Context: an optimization exercise on an open-source flow, tuned for small area, a short achievable clock period and few clock cycles. The choices shown serve that exercise and are no tape-out recipe.
The RTL was checked by simulation tests, not by an equivalence proof against the original design.

==> design/flow/design.v <==
`default_nettype none
package cnn_cfg_pkg;
	localparam int lanes      = 4;   
	localparam int lane_w     = 2;   
	localparam int data_w     = 8;   
	localparam int acc_w      = 20;  
	localparam int fm_depth   = 16;  
	localparam int fm_addr_w  = 4;
	localparam int bank_depth = 16;  
	localparam int wt_depth   = 48;  
	localparam int wt_addr_w  = 6;
	localparam int layer_count = 3;
	localparam int layer_w     = 2;  
	localparam logic [1:0] op_mac_relu = 2'd0;  
	localparam logic [1:0] op_mac      = 2'd1;  
	localparam logic [1:0] op_max      = 2'd2;  
	localparam int cfg_w = 8;
	function automatic logic [cfg_w-1:0] layer_table(input logic [layer_w-1:0] n);
		case (n)
			2'd0:    layer_table = {op_mac_relu, 4'd8,  2'd0};  
			2'd1:    layer_table = {op_mac,      4'd15, 2'd1};  
			default: layer_table = {op_max,      4'd8,  2'd2};  
		endcase
	endfunction
endpackage
`default_nettype wire
`default_nettype none
module layer_sequencer (
	input  wire                              clk,
	input  wire                              reset,
	input  wire                              start,        
	input  wire                              layer_ready,  
	output wire                              layer_go,
	output wire [cnn_cfg_pkg::cfg_w-1:0]     layer_cfg,    
	output reg  [cnn_cfg_pkg::layer_w-1:0]   layer_num,
	output wire                              busy,
	output wire                              done
);
	localparam logic [1:0] seq_idle = 2'd0;
	localparam logic [1:0] seq_go   = 2'd1;  
	localparam logic [1:0] seq_wait = 2'd2;  
	localparam logic [1:0] seq_done = 2'd3;  
	reg  [1:0] state;
	wire       last_layer;
	assign last_layer = (layer_num == cnn_cfg_pkg::layer_w'(cnn_cfg_pkg::layer_count - 1));
	always @(posedge clk) begin
		if (reset) begin
			state     <= seq_idle;
			layer_num <= '0;
		end else begin
			case (state)
				seq_idle: begin
					if (start) begin  
						layer_num <= '0;
						state     <= seq_go;
					end
				end
				seq_go: begin
					state <= seq_wait;  
				end
				seq_wait: begin
					if (layer_ready) begin
						if (last_layer) begin
							state <= seq_done;
						end else begin
							layer_num <= layer_num + 1'b1;  
							state     <= seq_go;
						end
					end
				end
				seq_done: begin
					state <= seq_idle;
				end
				default: begin
					state <= seq_idle;
				end
			endcase
		end
	end
	assign layer_cfg = cnn_cfg_pkg::layer_table(layer_num);
	assign layer_go = (state == seq_go);
	assign busy     = (state != seq_idle);  
	assign done     = (state == seq_done);
endmodule
`default_nettype wire
`default_nettype none
module sample_feeder (
	input  wire                              clk,
	input  wire                              reset,
	input  wire                              fm_we,
	input  wire [cnn_cfg_pkg::fm_addr_w-1:0] fm_addr,
	input  wire [cnn_cfg_pkg::data_w-1:0]    fm_data,
	input  wire                              layer_go,
	input  wire [cnn_cfg_pkg::fm_addr_w-1:0] taps_m1,
	output reg                               smp_valid,
	output reg                               smp_first,
	output reg                               smp_last,  
	output reg  [cnn_cfg_pkg::fm_addr_w-1:0] smp_tap,
	output reg  [cnn_cfg_pkg::data_w-1:0]    smp_data
);
	reg [cnn_cfg_pkg::data_w-1:0]    fm_mem [0:cnn_cfg_pkg::fm_depth-1];
	reg                              running;   
	reg [cnn_cfg_pkg::fm_addr_w-1:0] tap;       
	always @(posedge clk) begin
		if (fm_we)
			fm_mem[fm_addr] <= fm_data;
	end
	always @(posedge clk) begin
		if (reset) begin
			running   <= 1'b0;
			tap       <= '0;
			smp_valid <= 1'b0;
		end else begin
			smp_valid <= running;
			if (layer_go) begin
				running <= 1'b1;
				tap     <= '0;  
			end else if (running) begin
				if (tap == taps_m1)
					running <= 1'b0;
				else
					tap <= tap + 1'b1;
			end
		end
	end
	always @(posedge clk) begin
		smp_data  <= fm_mem[tap];
		smp_tap   <= tap;
		smp_first <= (tap == '0);
		smp_last  <= (tap == taps_m1);
	end
endmodule
`default_nettype wire
`default_nettype none
module mac_lane #(
	parameter int lane_index = 0
) (
	input  wire                                 clk,
	input  wire                                 reset,
	input  wire                                 wt_we,
	input  wire [cnn_cfg_pkg::lane_w-1:0]       wt_lane,  
	input  wire [cnn_cfg_pkg::wt_addr_w-1:0]    wt_addr,
	input  wire [cnn_cfg_pkg::data_w-1:0]       wt_data,
	input  wire [1:0]                           op,
	input  wire [cnn_cfg_pkg::layer_w-1:0]      bank,
	input  wire                                 smp_valid,
	input  wire                                 smp_first,
	input  wire                                 smp_last,
	input  wire [cnn_cfg_pkg::fm_addr_w-1:0]    smp_tap,
	input  wire [cnn_cfg_pkg::data_w-1:0]       smp_data,
	output reg                                  out_valid,
	output reg  [cnn_cfg_pkg::acc_w-1:0]        out_value
);
	reg  signed [cnn_cfg_pkg::data_w-1:0]   wt_mem [0:cnn_cfg_pkg::wt_depth-1];
	wire        [cnn_cfg_pkg::wt_addr_w-1:0] rd_addr;
	reg  signed [cnn_cfg_pkg::data_w-1:0]   w_q;      
	reg  signed [cnn_cfg_pkg::data_w-1:0]   d_q;      
	reg                                     valid_q;
	reg                                     first_q;
	reg                                     last_q;
	wire signed [2*cnn_cfg_pkg::data_w-1:0] prod;
	wire signed [cnn_cfg_pkg::acc_w-1:0]    prod_ext;
	reg  signed [cnn_cfg_pkg::acc_w-1:0]    acc;
	reg  signed [cnn_cfg_pkg::acc_w-1:0]    acc_next;
	always @(posedge clk) begin
		if (wt_we && (wt_lane == cnn_cfg_pkg::lane_w'(lane_index)))
			wt_mem[wt_addr] <= wt_data;
	end
	assign rd_addr = cnn_cfg_pkg::wt_addr_w'(bank)
		* cnn_cfg_pkg::wt_addr_w'(cnn_cfg_pkg::bank_depth)
		+ cnn_cfg_pkg::wt_addr_w'(smp_tap);
	always @(posedge clk) begin
		if (reset)
			valid_q <= 1'b0;
		else
			valid_q <= smp_valid;
	end
	always @(posedge clk) begin
		w_q     <= wt_mem[rd_addr];
		d_q     <= smp_data;
		first_q <= smp_first;
		last_q  <= smp_last;
	end
	assign prod     = d_q * w_q;
	assign prod_ext = prod;  
	always @(*) begin
		if (first_q)
			acc_next = prod_ext;  
		else if (op == cnn_cfg_pkg::op_max)
			acc_next = (prod_ext > acc) ? prod_ext : acc;
		else
			acc_next = acc + prod_ext;
	end
	always @(posedge clk) begin
		if (valid_q)
			acc <= acc_next;
		if (valid_q && last_q) begin
			if ((op == cnn_cfg_pkg::op_mac_relu) && acc_next[cnn_cfg_pkg::acc_w-1])
				out_value <= '0;  
			else
				out_value <= acc_next;
		end
	end
	always @(posedge clk) begin
		if (reset)
			out_valid <= 1'b0;
		else
			out_valid <= valid_q && last_q;
	end
endmodule
`default_nettype wire
`default_nettype none
module result_collector (
	input  wire                                          clk,
	input  wire                                          reset,
	input  wire                                          lane_valid,  
	input  wire [cnn_cfg_pkg::lanes*cnn_cfg_pkg::acc_w-1:0] lane_values,  
	input  wire [cnn_cfg_pkg::layer_w-1:0]               layer_num,
	output reg                                           res_valid,
	output reg  [cnn_cfg_pkg::layer_w-1:0]               res_layer,
	output reg  [cnn_cfg_pkg::lane_w-1:0]                res_lane,
	output reg  [cnn_cfg_pkg::acc_w-1:0]                 res_value,
	output reg                                           layer_ready
);
	reg [cnn_cfg_pkg::acc_w-1:0]  hold [0:cnn_cfg_pkg::lanes-1];  
	reg                           sending;
	reg [cnn_cfg_pkg::lane_w-1:0] idx;      
	always @(posedge clk) begin
		if (reset) begin
			sending     <= 1'b0;
			idx         <= '0;
			res_valid   <= 1'b0;
			layer_ready <= 1'b0;
		end else begin
			res_valid <= sending;
			layer_ready <= res_valid
				&& (res_lane == cnn_cfg_pkg::lane_w'(cnn_cfg_pkg::lanes - 1));
			if (lane_valid) begin
				sending <= 1'b1;
				idx     <= '0;
			end else if (sending) begin
				if (idx == cnn_cfg_pkg::lane_w'(cnn_cfg_pkg::lanes - 1))
					sending <= 1'b0;
				idx <= idx + 1'b1;
			end
		end
	end
	integer i;
	always @(posedge clk) begin
		if (lane_valid) begin
			for (i = 0; i < cnn_cfg_pkg::lanes; i = i + 1)
				hold[i] <= lane_values[i*cnn_cfg_pkg::acc_w +: cnn_cfg_pkg::acc_w];
		end
		res_layer <= layer_num;  
		res_lane  <= idx;
		res_value <= hold[idx];
	end
endmodule
`default_nettype wire
`default_nettype none
module cnn_engine (
	input  wire        clk,
	input  wire        reset,
	input  wire        start,  
	input  wire [12:0] fm_wr,
	input  wire [16:0] wt_wr,
	output wire [24:0] res,
	output wire        busy,
	output wire        done
);
	localparam int acc_w = cnn_cfg_pkg::acc_w;
	wire                                   layer_go;
	wire [cnn_cfg_pkg::cfg_w-1:0]          layer_cfg;  
	wire [cnn_cfg_pkg::layer_w-1:0]        layer_num;
	wire                                   layer_ready;
	wire                                   smp_valid;  
	wire                                   smp_first;
	wire                                   smp_last;
	wire [cnn_cfg_pkg::fm_addr_w-1:0]      smp_tap;
	wire [cnn_cfg_pkg::data_w-1:0]         smp_data;
	wire [cnn_cfg_pkg::lanes-1:0]          lane_valid;
	wire [cnn_cfg_pkg::lanes*acc_w-1:0]    lane_values;
	wire                                   res_valid;
	wire [cnn_cfg_pkg::layer_w-1:0]        res_layer;
	wire [cnn_cfg_pkg::lane_w-1:0]         res_lane;
	wire [acc_w-1:0]                       res_value;
	layer_sequencer i_layer_sequencer (
		.clk         (clk),
		.reset       (reset),
		.start       (start),
		.layer_ready (layer_ready),
		.layer_go    (layer_go),
		.layer_cfg   (layer_cfg),
		.layer_num   (layer_num),
		.busy        (busy),
		.done        (done)
	);
	sample_feeder i_sample_feeder (
		.clk       (clk),
		.reset     (reset),
		.fm_we     (fm_wr[12]),
		.fm_addr   (fm_wr[11:8]),
		.fm_data   (fm_wr[7:0]),
		.layer_go  (layer_go),
		.taps_m1   (layer_cfg[5:2]),
		.smp_valid (smp_valid),
		.smp_first (smp_first),
		.smp_last  (smp_last),
		.smp_tap   (smp_tap),
		.smp_data  (smp_data)
	);
	genvar g;
	generate
		for (g = 0; g < cnn_cfg_pkg::lanes; g = g + 1) begin : g_lane
			mac_lane #(
				.lane_index (g)
			) i_mac_lane (
				.clk       (clk),
				.reset     (reset),
				.wt_we     (wt_wr[16]),
				.wt_lane   (wt_wr[15:14]),
				.wt_addr   (wt_wr[13:8]),
				.wt_data   (wt_wr[7:0]),
				.op        (layer_cfg[7:6]),
				.bank      (layer_cfg[1:0]),
				.smp_valid (smp_valid),
				.smp_first (smp_first),
				.smp_last  (smp_last),
				.smp_tap   (smp_tap),
				.smp_data  (smp_data),
				.out_valid (lane_valid[g]),
				.out_value (lane_values[g*acc_w +: acc_w])
			);
		end
	endgenerate
	result_collector i_result_collector (
		.clk         (clk),
		.reset       (reset),
		.lane_valid  (lane_valid[0]),
		.lane_values (lane_values),
		.layer_num   (layer_num),
		.res_valid   (res_valid),
		.res_layer   (res_layer),
		.res_lane    (res_lane),
		.res_value   (res_value),
		.layer_ready (layer_ready)  
	);
	assign res = {res_valid, res_layer, res_lane, res_value};
endmodule
`default_nettype wire
==> design/flow/run.sh <==
#!/bin/bash
# synth_recipe.tcl (not shown) runs the flow's synth.tcl, then flattens the netlist and writes it again
# the make line also repeats each setting of config.mk as NAME=value (left out here)
make -C /OpenROAD-flow-scripts/flow DESIGN_CONFIG=/design/flow/config.mk WORK_HOME=/design/flow/orfs CLKGATE_MAP_FILE= SYNTH_SCRIPT=/design/flow/synth_recipe.tcl finish
==> design/flow/config.mk <==
export PLATFORM = sky130hd
export DESIGN_NAME = cnn_engine
export DESIGN_NICKNAME = cnn_engine
export VERILOG_FILES = /design/flow/design.v
export SDC_FILE = /design/flow/constraint.sdc
export NUM_CORES = 4
export LEC_CHECK = 0
export CAP_MARGIN = 40
export CORE_MARGIN = 2
export CORE_UTILIZATION = 40
export SLEW_MARGIN = 20
==> design/flow/constraint.sdc <==
create_clock -name core_clock -period 10.0 [get_ports {clk}]
set_input_delay 2.0000 -clock core_clock [delete_from_list [all_inputs] [get_ports {clk}]]
set_output_delay 2.0000 -clock core_clock [all_outputs]
set_load 0.01 [all_outputs]
==> results.yml <==
placement:
  gp_congestion: 0.830
  dp_hpwl_um: 146000
  portBuffers: 59
flow_run:
  cap_violations: 0
sta:
  min_period_ps: 8670
  fmax_mhz: 115
  max-slew-margin-rel_pct: 38.0
  slew_viol_final: 0
  fin_tns_setup_ps: 0
  rsz0062_at_grt: "false"
  tightest_slew_ps: 931
  setup_viol: 0
  fin_worst_skew_ps: 78.4
  timing.final.crit_share_pct: 86.7
  hold_viol: 0
clocking:
  cts-hold-fix-buffers: 0
  max-clock-path-buffers: 3
  cts.sinks: 2001
  clk_pin_slew_ps: 60
  post_cts_buffers: 0
  cts_made_buffers: 199
  htreeDepth: 4
  cts_tree: "yes"
  ctsResizeCount: 0
  clock_latency_ps: 880
  root_buffer: "clkbuf_16"
yosys:
  yosys_warnings: 8
  synth_area_um2: 91900
  yosys.cell_types.count: 80
  yosysSeqAreaShare_pct: 64.3
  synthesis.nets: 6062
  synth-seq-cells: 2001
  synth-edff-count: 1904
  synthArstFlopShare_pct: 0
  synthCells: 5519
  synth_flop_cell: "edfxtp_1"
  syn_avg_cell_area_um2: 16.7
worst_setup_path:
  critPathArrivalTime_ps: 9200
  crit_path_max_fanout: 17
  cp.required_ps: 10530
  crit_path_end_kind: "register"
  criticalPathCategory: "register to register"
  start_kind: "register"
final_layout:
  multiInputGateArea_um2: 29900
  final_common_cell: "edfxtp_1"
  area_delta_synth_final_pct: 13.0
  final_nets: 6260
  drive_above_1_share_pct: 17.4
  regArea_um2: 59100
  n_fill_cell: 19400
  final_cell_mix: "edfxtp_1 (1904), inv_1 (538), mux4_2 (520)"
floorplanning:
  design.core.area_um2: 228000
  initial_core_util_pct: 40.3
  die_height_um: 483
  die_w_um: 483
  core.rowCount: 175
  die_area_um2: 234000
  ioPinCount: 60
route:
  drtIter0Drc: 4757
  vias: 48100
  dr.pass1.iters: 7
  vias_per_cell: 5.41
  route.detailed.drc: 0
  wl_um: 218000
  wire_per_inst_um: 24.5
  ant_nets: 0
min_path:
  hp-class: "register to register"
global_route:
  grt_pass1_vias: 49100
  grt_pass1_wl_um: 326000
  overflow: 0
  antenna_found_initial: 3
  grt_max_degree: 108
  grt_usage_pct: 18.5
status:
  status: "finished clean"
## cells by family (layout without fill, tap and decap cells)
family          count (synthesis)  after routing  share of synthesized area (%)
flops                        2001           2001                           64.3
simple gates                 1048           1048                           5.60
buf+inv                       774           1143                           3.19
mux                           550            550                           13.1
fa+ha+maj                     510            510                           8.77
compound gates                504            504                           3.78
xor+xnor                      132            132                           1.26
other cells                     0              3                              0
## cell usage after synthesis, drive strengths merged, types with 64 or more instances
cell	n	area share, %
edfxtp	1904	62
inv	539	2.2
mux4	520	13
nor2	354	1.4
ha	286	3.9
fa	224	4.9
nand2	218	0.89
and2	211	1.4
clkbuf	178	0.73
a21oi	125	0.68
xnor2	102	0.97
dfxtp	97	2.1
o21ai	66	0.36
nor2b	64	0.44
## per-layer routing
metal / part of all wire, % / track usage [%] / up-vias
met5: 0.0037 / 0 / -
met4: 2.2 / 4.44 / 2
met3: 6.6 / 3.46 / 308
met2: 48 / 30.0 / 1473
met1: 43 / 26.0 / 25100
li1: - / - / 21300
## final cells by class
cell class	count	area share [%]
clock inverter	135	1.46
clock buffer	237	4.98
multi-input combinational	2744	28.8
timing repair buffer	231	2.22
inverter	540	1.95
sequential	2001	57.0
antenna	3	0.00723
tap	3009	3.63
## worst paths after layout
kind	from	endpoint	slack, ps	cells after the start
min	i_sample_feeder.smp_data[7]$_DFF_P_	g_lane[2].i_mac_lane.d_q[7]$_DFF_P_	320	0
max	g_lane[2].i_mac_lane.d_q[1]$_DFF_P_	g_lane[3].i_mac_lane.out_value[14]$_SDFFCE_PP0P_	1330	26
max reg2reg	g_lane[2].i_mac_lane.d_q[1]$_DFF_P_	g_lane[3].i_mac_lane.out_value[14]$_SDFFCE_PP0P_	1330	26
min reg2reg	i_sample_feeder.smp_data[7]$_DFF_P_	g_lane[2].i_mac_lane.d_q[7]$_DFF_P_	320	0
## through the flow
stage / worst slack (ps) / hold WS (ps) / util [%] / area (um2) / instances
floorplan: 2170 / 310 / - / 91900 / 5519
CTS: 1300 / 320 / 45.2 / 103000 / 8827
global route: 792 / 328 / 45.5 / 104000 / 8899
global placement: 1230 / 316 / 42.1 / 95900 / 8415
detailed placement: 1320 / 312 / 42.3 / 96400 / 8455
finish: 1330 / 318 / 45.6 / 104000 / 8900
## registers in the layout, indices dropped and copies added, names as in the netlist, 4 cells and up
| signal | count |
|---|---|
| g_lane.i_mac_lane.wt_mem | 1536 |
| i_result_collector.res_value | 20 |
| g_lane.i_mac_lane.out_value | 80 |
| g_lane.i_mac_lane.d_q | 8 |
| g_lane.i_mac_lane.w_q | 32 |
| i_result_collector.hold | 80 |
| i_sample_feeder.tap | 4 |
| i_sample_feeder.smp_data | 8 |
| g_lane.i_mac_lane.acc | 80 |
| i_sample_feeder.fm_mem | 128 |
| i_sample_feeder.smp_tap | 4 |
## critical path, cell delays in order, from the launching register on
cell       delay (ps)
dfxtp_1           730
nand2_1           160
fa_1              520
fa_1              510
inv_1              50
fa_1              470
inv_1              50
fa_1              480
inv_1              50
ha_1              320
nand2_1            90
a2bb2oi_1         230
a21oi_1           120
o41ai_1           470
mux2i_1           370
nor2_1            110
buf_4             230
ha_1              470
nand4b_1          170
or3_4             370
or4_4             530
a21boi_1          160
and4_1            210
or3_1             600
nor2b_4           290
nor3_4            500
a211oi_1          120
Testbench counts, summed over its fixed seeds: cycles 7,776.

[port drivers added, routing unchanged]
How much do the figures lean on ideal ports? The routed layout below was timed once more, with nothing changed but the port constraints. Step 1 sets driving cells, clkbuf_16 on the clock port and buf_2 on the other inputs (assumed; they add their load-dependent delay and slew). Step 2 adds t to the input delays and takes it off the output delays; t is the mean of the earliest and latest rising clock arrival at the registers after step 1. Input paths then give back, and output paths get back, about the clock's delay inside the block. Slacks: ideal / step 1 / step 2; pairs: ideal / step 1.
t, ns: 0.928
setup slack, ns: 1.328 / 1.328 / 1.328
worst setup path after step 2: register to register
worst slew at a driven data input, ns: 0.11
After both steps this run still meets setup and hold. For this run, drivers alone change the setup slack by 0.000 ns; drivers and shift together by 0.000 ns.
